This design comes from an exercise in tuning for small area and a short achievable clock period on the open sky130 flow, not from production work.
Function was checked by simulation only, so behaviour that the tests miss may differ from the original.
Power and IR drop assume default switching activity.

== build 6 ==
Design spiMemory, start of the top module:
module spiMemory
(
    input  logic clk,
    input  logic reset,
    input  logic sclk,
    input  logic csN,
    input  logic mosi,
    output logic miso,
    output logic misoEnable
);
export LEC_CHECK = 0
export CAP_MARGIN = 20
export CORE_MARGIN = 2
export CORE_UTILIZATION = 75
export CTS_BUF_LIST = sky130_fd_sc_hd__clkbuf_8
export CTS_CLUSTER_DIAMETER = 55
export CTS_CLUSTER_SIZE = 19
export SETUP_SLACK_MARGIN = 2.2
export SLEW_MARGIN = 20
create_clock -name core_clock -period 4.0 [get_ports {clk}]
run.sh (not shown) runs the stock make flow with config.mk's settings and CLKGATE_MAP_FILE= SYNTH_SCRIPT=/design/flow/synth_recipe.tcl, a recipe that flattens the netlist after the stock synthesis.
For build 15, these inputs were changed with respect to build 6:
Settings: changing CTS_CLUSTER_DIAMETER from 55 to 45; changing CORE_UTILIZATION from 75 to 85; changing CTS_CLUSTER_SIZE from 19 to 18.
[summary]
Sequential share of the synthesized area of build 15 is on par with build 6.
From build 15 to build 6, multiplexer share of the synthesized area did not move at all.
As far as area share of xor/xnor cells in the synthesized design goes, build 15 and build 6 are indistinguishable; the numbers are identical.
Row count: higher on build 6
The flow ended early for build 15: it failed with a tool error in detailed placement.
Build 6 → build 15: die extent in y fell by about 6%, share of the synthesized area in compound gates (AO/OA/AOI/OAI) stayed essentially flat, synthesized area stayed essentially flat, horizontal extent of the die fell by 5.9%.
diff inputs: build 15 => build 73
Settings: swapping 85 for 75 in CORE_UTILIZATION; swapping 45 for 40 in CTS_CLUSTER_DIAMETER; swapping 18 for 40 in CTS_CLUSTER_SIZE; swapping sky130_fd_sc_hd__clkbuf_8 for sky130_fd_sc_hd__clkbuf_16 in CTS_BUF_LIST.
Results
Status: build 73 FAILED at clock tree synthesis (tool error). Build 15: it failed with a tool error in detailed placement, so there are no final results. The share of flip-flops with an asynchronous set or reset of build 15 and that of build 73 are within noise of each other. Build 73 -> build 15: area share of fa/ha/maj cells after synthesis delta 0, exact match. Diff build 15 -> build 73: effective utilization at floorplan went down by 11 points, weighted congestion at the end of routability-driven global placement went up by about 8%. Die span in x for build 73 is higher than for build 15. Going from build 15 to build 73, post-synthesis share of cell area spent on and, or, nand and nor gates saw little to no change, net count after synthesis did not really move, synthesized netlist cell count held steady. Build 15 → build 73: share of the synthesized area in compound gates (AO/OA/AOI/OAI) held, height of the die went up about 6%. Number of core rows, build 73 and build 15: higher on build 73.

## run 1
Another version of the RTL of spiMemory (not shown whole).
For scale: roughly 1,800 cells after synthesis, roughly 1,100 flip-flops, about 25,000 um^2 of cells after synthesis.
clock: 4.0 ns
lec_check: 0
abc_area: 1
cap_margin: 20
core_margin: 2
core_utilization: 75
cts_buf_list: sky130_fd_sc_hd__clkbuf_8
cts_cluster_diameter: 45
cts_cluster_size: 18
setup_slack_margin: 2.0
slew_margin: 20
standard.sh (not shown) runs the stock make flow with config.mk's settings and CLKGATE_MAP_FILE= SYNTH_SCRIPT=/design/flow/synth_recipe.tcl, a recipe that flattens the netlist after the stock synthesis.
==> flow/flow/run.sh <==
#!/bin/bash
# The standard layout, with a clock tree whose root and trunk use the strongest
# clock buffer; leaf clusters as in config.mk. Make's output goes to flow_make.log.
set -euo pipefail
export CTS_ARGS="-sink_clustering_enable -repair_clock_nets -sink_clustering_size 18 -sink_clustering_max_diameter 45 -buf_list sky130_fd_sc_hd__clkbuf_8 -root_buf sky130_fd_sc_hd__clkbuf_16 -tree_buf sky130_fd_sc_hd__clkbuf_16"
bash standard.sh finish > flow_make.log 2>&1
Run 1 was carried through to the last stage, and its layout satisfied the timing, design-rule and antenna checks.
#### Input delta (run 2 over run 1)
# run 1
export LEC_CHECK = 0
export ABC_AREA = 1
export CAP_MARGIN = 20
export CORE_MARGIN = 2
export CORE_UTILIZATION = 75
export CTS_BUF_LIST = sky130_fd_sc_hd__clkbuf_8
export CTS_CLUSTER_DIAMETER = 45
export CTS_CLUSTER_SIZE = 18
export SETUP_SLACK_MARGIN = 2.0
export SLEW_MARGIN = 20
create_clock -name core_clock -period 4.0 [get_ports {clk}]
# run 2
export LEC_CHECK = 0
export ABC_AREA = 1
export ABC_CLOCK_PERIOD_IN_PS = 1800
export CAP_MARGIN = 20
export CORE_MARGIN = 2
export CORE_UTILIZATION = 75
export CTS_BUF_LIST = sky130_fd_sc_hd__clkbuf_8
export CTS_CLUSTER_DIAMETER = 45
export CTS_CLUSTER_SIZE = 18
export SETUP_SLACK_MARGIN = 2.1
export SLEW_MARGIN = 20
create_clock -name core_clock -period 4.0 [get_ports {clk}]
==> comparison <==
In summary, run 2 completed successfully, with a layout that passed the timing, design-rule and antenna checks. Reported for run 2 and run 1, weighted congestion at the end of routability-driven global placement turned out identical to the last digit. Across both runs, post-cts gate resize count was higher for run 2 than for run 1. Summary of run 2 over run 1: total length of routed wires went up by about 0.5%, number of fill cells in the layout fell 12, worst hold slack shows no meaningful change.
For run 3, these inputs were changed with respect to run 2:
# run 2
export LEC_CHECK = 0
export ABC_AREA = 1
export ABC_CLOCK_PERIOD_IN_PS = 1800
export CAP_MARGIN = 20
export CORE_MARGIN = 2
export CORE_UTILIZATION = 75
export CTS_BUF_LIST = sky130_fd_sc_hd__clkbuf_8
export CTS_CLUSTER_DIAMETER = 45
export CTS_CLUSTER_SIZE = 18
export SETUP_SLACK_MARGIN = 2.1
export SLEW_MARGIN = 20
create_clock -name core_clock -period 4.0 [get_ports {clk}]
# run 3
export LEC_CHECK = 0
export ABC_AREA = 1
export CAP_MARGIN = 20
export CORE_MARGIN = 2
export CORE_UTILIZATION = 75
export CTS_BUF_LIST = sky130_fd_sc_hd__clkbuf_8
export CTS_CLUSTER_DIAMETER = 50
export CTS_CLUSTER_SIZE = 20
export SETUP_SLACK_MARGIN = 2.1
export SLEW_MARGIN = 20
create_clock -name core_clock -period 4.0 [get_ports {clk}]
==> flow/flow/run.sh <==
#!/bin/bash
# The standard layout, with a clock tree whose root and trunk use the strongest
# clock buffer; leaf clusters as in config.mk. Make's output goes to flow_make.log.
set -euo pipefail
export CTS_ARGS="-sink_clustering_enable -repair_clock_nets -sink_clustering_size 20 -sink_clustering_max_diameter 50 -buf_list sky130_fd_sc_hd__clkbuf_8 -root_buf sky130_fd_sc_hd__clkbuf_16 -tree_buf sky130_fd_sc_hd__clkbuf_16"
bash standard.sh finish > flow_make.log 2>&1
Delta (run 3 minus run 2): length of routed met2 wiring has decreased; overall power after layout went down by 2.9%. Across run 3 and run 2, the outcome is the same: a clean finish for every run. Clock share of power: run 3 vs run 2 down 2.1 points.
Input-level comparison between run 4 and run 3:
# run 3
export LEC_CHECK = 0
export ABC_AREA = 1
export CAP_MARGIN = 20
export CORE_MARGIN = 2
export CORE_UTILIZATION = 75
export CTS_BUF_LIST = sky130_fd_sc_hd__clkbuf_8
export CTS_CLUSTER_DIAMETER = 50
export CTS_CLUSTER_SIZE = 20
export SETUP_SLACK_MARGIN = 2.1
export SLEW_MARGIN = 20
create_clock -name core_clock -period 4.0 [get_ports {clk}]
# run 4
export LEC_CHECK = 0
export ABC_AREA = 1
export CAP_MARGIN = 20
export CORE_MARGIN = 2
export CORE_UTILIZATION = 75
export CTS_BUF_LIST = sky130_fd_sc_hd__clkbuf_8
export CTS_CLUSTER_DIAMETER = 45
export CTS_CLUSTER_SIZE = 18
export SETUP_SLACK_MARGIN = 2.2
export SLEW_MARGIN = 20
create_clock -name core_clock -period 4.0 [get_ports {clk}]
==> flow/run.sh (new file) <==
#!/bin/bash
# synth_recipe.tcl (not shown) runs the flow's synth.tcl, then flattens the netlist and writes it again
# the make line also repeats each setting of config.mk as NAME=value (left out here)
make -C /OpenROAD-flow-scripts/flow DESIGN_CONFIG=/design/flow/config.mk WORK_HOME=/design/flow/orfs CLKGATE_MAP_FILE= SYNTH_SCRIPT=/design/flow/synth_recipe.tcl finish
removed: flow/flow/run.sh
removed: flow/standard.sh
--- outcome ---
The clock network fraction of total power of run 4 is higher than that of run 3.
Of the two candidates, run 3 has the better total power and run 4 the worse one.
Re global-route usage: run 4 is 0.58 points up on run 3.
[run 4 vs run 3] final net count: higher in run 4
Diff run 3 -> run 4 | worst setup slack | decrease of 52 ps
Sort run 4 and run 3 by first-pass GRT wire length, descending, and run 4 comes first.
Sum of routed wire length over all layers (run 4 vs. run 3) increases by a few percent
Between run 4 and run 3, depth of the worst register-to-register path is lower for run 3, run 4 comes in above that.
Detailed route, run 4 vs run 3: via total higher for run 4
Comparing run 3 with run 4, the power drawn by the sequential cells came out essentially unchanged.
Between run 3 and run 4, the flow reports met3 wire length increasing by more than 10%.
### run 4 -> run 5
==> flow/flow/run.sh (new file) <==
#!/bin/bash
# The standard layout, with a clock tree whose root and trunk use the strongest
# clock buffer; leaf clusters as in config.mk. Make's output goes to flow_make.log.
set -euo pipefail
export CTS_ARGS="-sink_clustering_enable -repair_clock_nets -sink_clustering_size 18 -sink_clustering_max_diameter 45 -buf_list sky130_fd_sc_hd__clkbuf_8 -root_buf sky130_fd_sc_hd__clkbuf_16 -tree_buf sky130_fd_sc_hd__clkbuf_16"
bash standard.sh finish > flow_make.log 2>&1
==> flow/standard.sh (new file) <==
#!/bin/bash
# synth_recipe.tcl (not shown) runs the flow's synth.tcl, then flattens the netlist and writes it again
# the make line also repeats each setting of config.mk as NAME=value (left out here)
make -C /OpenROAD-flow-scripts/flow DESIGN_CONFIG=/design/flow/config.mk WORK_HOME=/design/flow/orfs CLKGATE_MAP_FILE= SYNTH_SCRIPT=/design/flow/synth_recipe.tcl "${@:-finish}"
removed: flow/run.sh
--- outcome ---
In summary, run 5 completed successfully, with a layout that passed the timing, design-rule and antenna checks.
Run 5 vs. run 4: routed metal-1 wirelength rose by 470 um, delay of the slowest cell on the worst path picked up an extra 480 ps, minimum period implied by the final worst setup slack saw a decrease.
Summary — clock power, run 5 relative to run 4: higher, by 5.3%.
Summary of run 5 over run 4: fraction of standard cell area that is sequential -0.28 points; buffering overhead closely matched the old numbers.
Run 5 drops fewer vias than run 4.
## Diff of input files: run 6 against run 5
# run 5
export LEC_CHECK = 0
export ABC_AREA = 1
export CAP_MARGIN = 20
export CORE_MARGIN = 2
export CORE_UTILIZATION = 75
export CTS_BUF_LIST = sky130_fd_sc_hd__clkbuf_8
export CTS_CLUSTER_DIAMETER = 45
export CTS_CLUSTER_SIZE = 18
export SETUP_SLACK_MARGIN = 2.2
export SLEW_MARGIN = 20
create_clock -name core_clock -period 4.0 [get_ports {clk}]
# run 6
export LEC_CHECK = 0
export ABC_AREA = 1
export CAP_MARGIN = 20
export CORE_MARGIN = 2
export CORE_UTILIZATION = 75
export CTS_BUF_LIST = sky130_fd_sc_hd__clkbuf_8
export CTS_CLUSTER_DIAMETER = 45
export CTS_CLUSTER_SIZE = 18
export SETUP_SLACK_MARGIN = 2.4
export SLEW_MARGIN = 20
create_clock -name core_clock -period 4.0 [get_ports {clk}]
--- outcome ---
Per the comparison of run 6 with run 5, overall power consumption went up; layout overhead on the synthesized area went up; non-clock buffer count went up. Proportion of power drawn by the clock network on run 6 is down relative to run 5. From run 6 to run 5, cell area after synthesis did not move at all. Post-cts gate resize count sits higher in run 6 than in run 5. miso as the end point of the critical path was reported by run 6, and i_dataMemory.heldData[1] by run 5. Between run 6 and run 5, the die area does not differ in any meaningful way. In the flow results for run 5 and run 6, the count of clock-net buffers in the final layout is smaller on run 5. Measured against each other, run 5 and run 6 differ in first-pass GRT wire length, the higher figure coming from run 6. The worst-case setup margin in the final layout of run 6 was superior to that of run 5.

-- port drivers added, routing unchanged --
No port has a modelled driver above. Below, the same layouts with a new extraction and two added sets of constraints.
Step 1 assumes that a clkbuf_16 drives the clock port and a buf_2 every other input.
Step 2 moves the port delays by t, midway between the first and last clock arrival at a register: inputs arrive t later, outputs are due t later. That takes back most of the time a late clock gives input paths.
Three values: ideal ports, drivers, drivers and shift; two values: the first two.
| run | t (ns) | setup slack, ns | cell pins on the clock port's net |
|---|---|---|---|
| build 6 | 0.674 | 2.066 / 2.057 / 1.679 | 1 |
| run 1 | 0.621 | 2.047 / 1.996 / 1.671 | 1 |
| run 2 | 0.620 | 2.136 / 2.085 / 1.628 | 1 |
| run 3 | 0.629 | 2.130 / 2.078 / 1.693 | 1 |
| run 4 | 0.681 | 2.079 / 2.029 / 2.102 | 1 |
| run 5 | 0.622 | 2.132 / 2.097 / 2.084 | 1 |
| run 6 | 0.630 | 2.151 / 2.097 / 1.955 | 1 |
After both steps every run listed still meets setup and hold. The setup slack of run 2, which loses most, moves by -0.051 ns with the drivers and by -0.508 ns with both steps.
